Context: an optimization exercise on an open-source flow, tuned for small area and a short achievable clock period. The choices shown serve that exercise and are no tape-out recipe. Only simulation tests tie the RTL to the original design; equivalence was not proved. Power and IR drop assume default switching activity.

Setup of job 101:
// mips_bard_core
module mips_bard_core #(
   parameter logic [31:0] RESET_PC = 32'h1000_0000
) (
   input  logic        clk,
   input  logic        rst,
   input  logic [31:0] instruction,
   output logic [31:0] pc,
   output logic [31:0] data_out
);
   logic [31:0] pc_q, pc_d, data_q, data_d, res_other;
   logic [5:0]  opcode, funct;
   logic [4:0]  rs, rt, rd, shamt, waddr;
   logic [15:0] imm;
   logic [31:0] rs_n, rt_n, rs_val, b_x, sum, p, g, rot, sh_mask;
   logic [31:0] pc_plus4, br_target, pc_seq;
   logic [31:1] rf_we;
   logic        rtype, f_add, f_sub, f_and, f_or, f_slt, f_sll, f_srl, f_jr;
   logic        i_addi, i_slti, i_andi, i_ori, i_lui, i_beq, i_bne, i_j, i_jal;
   logic        use_imm, sub_mode, s_add, s_and, s_or, s_slt, wr_en, c_top_n, eq;
   assign opcode = instruction[31:26];
   assign rs     = instruction[25:21];
   assign rt     = instruction[20:16];
   assign rd     = instruction[15:11];
   assign shamt  = instruction[10:6];
   assign funct  = instruction[5:0];
   assign imm    = instruction[15:0];
   assign rtype  = (opcode == OP_RTYPE);
   assign f_add  = rtype && (funct == FN_ADD);
   assign f_sub  = rtype && (funct == FN_SUB);
   assign f_and  = rtype && (funct == FN_AND);
   assign f_or   = rtype && (funct == FN_OR);
   assign f_slt  = rtype && (funct == FN_SLT);
   assign f_sll  = rtype && (funct == FN_SLL);
   assign f_srl  = rtype && (funct == FN_SRL);
   assign f_jr   = rtype && (funct == FN_JR);
   assign i_addi = (opcode == OP_ADDI);
   assign i_slti = (opcode == OP_SLTI);
   assign i_andi = (opcode == OP_ANDI);
   assign i_ori  = (opcode == OP_ORI);
   assign i_lui  = (opcode == OP_LUI);
   assign i_beq  = (opcode == OP_BEQ);
   assign i_bne  = (opcode == OP_BNE);
   assign i_j    = (opcode == OP_J);
   assign i_jal  = (opcode == OP_JAL);
   assign use_imm  = i_addi | i_slti | i_andi | i_ori;
   assign sub_mode = f_sub | f_slt | i_slti;
   assign s_add    = f_add | f_sub | i_addi;
   assign s_and    = f_and | i_andi;
   assign s_or     = f_or | i_ori;
   assign s_slt    = f_slt | i_slti;
   assign wr_en    = s_add | s_and | s_or | s_slt | f_sll | f_srl | i_lui | i_jal;
   assign waddr    = i_jal ? 5'd31 : (rtype ? rd : rt);
   logic [4:0]  wb_addr_q;
  ...
export LEC_CHECK = 0
export CAP_MARGIN = 20
export CORE_MARGIN = 2
export CORE_UTILIZATION = 40
export CTS_BUF_LIST = sky130_fd_sc_hd__clkbuf_8
export CTS_CLUSTER_DIAMETER = 60
export CTS_CLUSTER_SIZE = 15
export SETUP_SLACK_MARGIN = 5.0
export SLEW_MARGIN = 20
export SYNTH_HIERARCHICAL = 1
export SYNTH_MINIMUM_KEEP_SIZE = 0
export TNS_END_PERCENT = 5
create_clock -name core_clock -period 10.0 [get_ports {clk}]
run.sh (not shown) runs the stock make flow with config.mk's settings and CLKGATE_MAP_FILE= SYNTH_SCRIPT=/design/flow/synth_recipe.tcl, a recipe that flattens the netlist after the stock synthesis.
Edits applied to the flow inputs when going from job 101 to job 102:
- a change of CORE_UTILIZATION from 40 to 45
- a deleted CTS_CLUSTER_DIAMETER that had been 60
- a deleted CTS_BUF_LIST that had been sky130_fd_sc_hd__clkbuf_8
- a deleted CTS_CLUSTER_SIZE that had been 15
==> run summary <==
When job 102 is measured against job 101, its non-clock buffer contribution to total cell area turns out 0.16 points lower.
Compared to job 101, job 102 has proportion of power drawn by combinational gates 2.7 points lower.
Relative to job 101, portion of total power attributed to sequential cells has decreased by 6.2 points in job 102.
Re clock transition time at the flip-flop clock pins of the worst setup and hold paths: job 101 was higher than job 102.
Total power: job 102 above job 101
Changes observed in job 102 relative to job 101: maximum clock rate decreased about 1.1%, initial antenna violation count moved down.
Number of standard cells in the layout, taps in and fillers out, job 102 and job 101: lower on job 102
Relative to job 101, count of filler cells inserted in the layout has decreased by 1875 in job 102.
Cmp job 102 and job 101 / clock network area share / higher: job 102
First-iteration DRC count, job 102 and job 101, lower one = job 101.
Input changes introduced in job 103 (baseline for comparison: job 102):
- a change of CORE_UTILIZATION from 45 to 40
- an added CTS_BUF_LIST of sky130_fd_sc_hd__clkbuf_8
## What came out
- ~same clock-pin slew on the worst setup and hold paths in job 102 and job 103
- Min setup slack across job 102 and job 103: job 102
- On cell area, job 103 tracks job 102 almost exactly.
- Summary — final worst-path cycle share, job 103 relative to job 102: lower, by 0.96 points.
- met3 usage down 1.2 points in job 103 wrt job 102
- Job 103 against job 102: global-route usage decreased 4.2 points, fraction of area in registers essentially unchanged.

Setup of harbor:
Another version of the RTL of mips_bard_core (not shown whole).
Size in the first run: about 4,400 cells after synthesis, roughly 98 I/O pins, roughly 55,000 sq um of cells after synthesis.
Design mips_bard_core, start of the top module:
module mips_bard_core #(
   parameter logic [31:0] RESET_PC = 32'h1000_0000
) (
   input  logic        clk,
   input  logic        rst,
   input  logic [31:0] instruction,
   output logic [31:0] pc,
   output logic [31:0] data_out
);
   logic [31:0] pc_q, pc_d, data_q, data_d, res_other;
   logic [5:0]  opcode, funct;
   logic [4:0]  rs, rt, rd, shamt, waddr;
   logic [15:0] imm;
   logic [31:0] rs_val, rt_val, b_x, sum, p, g, rot, sh_mask;
   logic [31:0] pc_plus4, br_target, pc_seq;
   logic [31:1] rf_we;
   logic        rtype, f_add, f_sub, f_and, f_or, f_slt, f_sll, f_srl, f_jr;
   logic        i_addi, i_slti, i_andi, i_ori, i_lui, i_beq, i_bne, i_j, i_jal;
   logic        use_imm, sub_mode, s_add, s_and, s_or, s_slt, wr_en, c_top_n, eq;
   assign opcode = instruction[31:26];
   assign rs     = instruction[25:21];
   assign rt     = instruction[20:16];
   assign rd     = instruction[15:11];
   assign shamt  = instruction[10:6];
   assign funct  = instruction[5:0];
   assign imm    = instruction[15:0];
   assign rtype  = (opcode == OP_RTYPE);
   assign f_add  = rtype && (funct == FN_ADD);
   assign f_sub  = rtype && (funct == FN_SUB);
   assign f_and  = rtype && (funct == FN_AND);
   assign f_or   = rtype && (funct == FN_OR);
   assign f_slt  = rtype && (funct == FN_SLT);
   assign f_sll  = rtype && (funct == FN_SLL);
   assign f_srl  = rtype && (funct == FN_SRL);
   assign f_jr   = rtype && (funct == FN_JR);
   assign i_addi = (opcode == OP_ADDI);
   assign i_slti = (opcode == OP_SLTI);
   assign i_andi = (opcode == OP_ANDI);
  ...
Settings: LEC_CHECK=0, CAP_MARGIN=20, CORE_MARGIN=2, CORE_UTILIZATION=40, CTS_BUF_LIST=sky130_fd_sc_hd__clkbuf_8, SETUP_SLACK_MARGIN=5.0, SLEW_MARGIN=20, SYNTH_HIERARCHICAL=1, SYNTH_MINIMUM_KEEP_SIZE=0, TNS_END_PERCENT=5; clock period 10.0 ns.
Both conditions hold for harbor: the flow ran to the end and the final layout passed the timing, DRC and antenna checks.
The following lists how nickel was set up differently from harbor:
- putting CTS_CLUSTER_DIAMETER at 60 where nothing was set
- putting CTS_CLUSTER_SIZE at 15 where nothing was set
Results
Looking at critical path launch point, the instruction[22] result is from harbor; the instruction[18] one comes from nickel.
The power per standard cell area in harbor is 1.07 times that in nickel.
In the metrics for harbor and nickel, the one carrying the higher H-tree depth is harbor.
Of harbor and nickel, the run reporting the lower core occupancy in the finished layout was nickel.
Worst-case register-to-register setup slack ends up lower on nickel.

==> port drivers added, routing unchanged <==
No port has a modelled driver above. Below, the same layouts with a new extraction and two added sets of constraints.
Step 1 assumes that a clkbuf_16 drives the clock port and a buf_2 every other input.
Step 2 also shifts input and output timing later by t, the mid clock arrival at the registers, as if the neighbouring blocks saw the same clock.
Three values: ideal, step 1, step 2; two values: the first two.
run | t (ns) | setup slack, ns | worst hold slack (ns) | worst setup path at the end | slew at the worst register clock pin (ns)
job 101 | 0.922 | 4.569 / 4.508 / 3.585 | 0.835 / 0.835 / 0.835 | input to register | 0.10 / 0.10
job 102 | 0.799 | 4.509 / 4.352 / 3.553 | 0.741 / 0.741 / 0.741 | input to register | 0.07 / 0.07
job 103 | 0.992 | 4.605 / 4.495 / 3.503 | 0.842 / 0.842 / 0.842 | input to register | 0.07 / 0.07
harbor | 0.974 | 4.563 / 4.541 / 3.566 | 0.697 / 0.697 / 0.697 | input to register | 0.07 / 0.07
nickel | 0.913 | 4.533 / 4.455 / 3.542 | 0.709 / 0.709 / 0.709 | input to register | 0.11 / 0.11
After both steps every run listed still meets setup and hold. For job 103, which loses most, drivers alone change the setup slack by -0.110 ns; drivers and shift together by -1.102 ns.
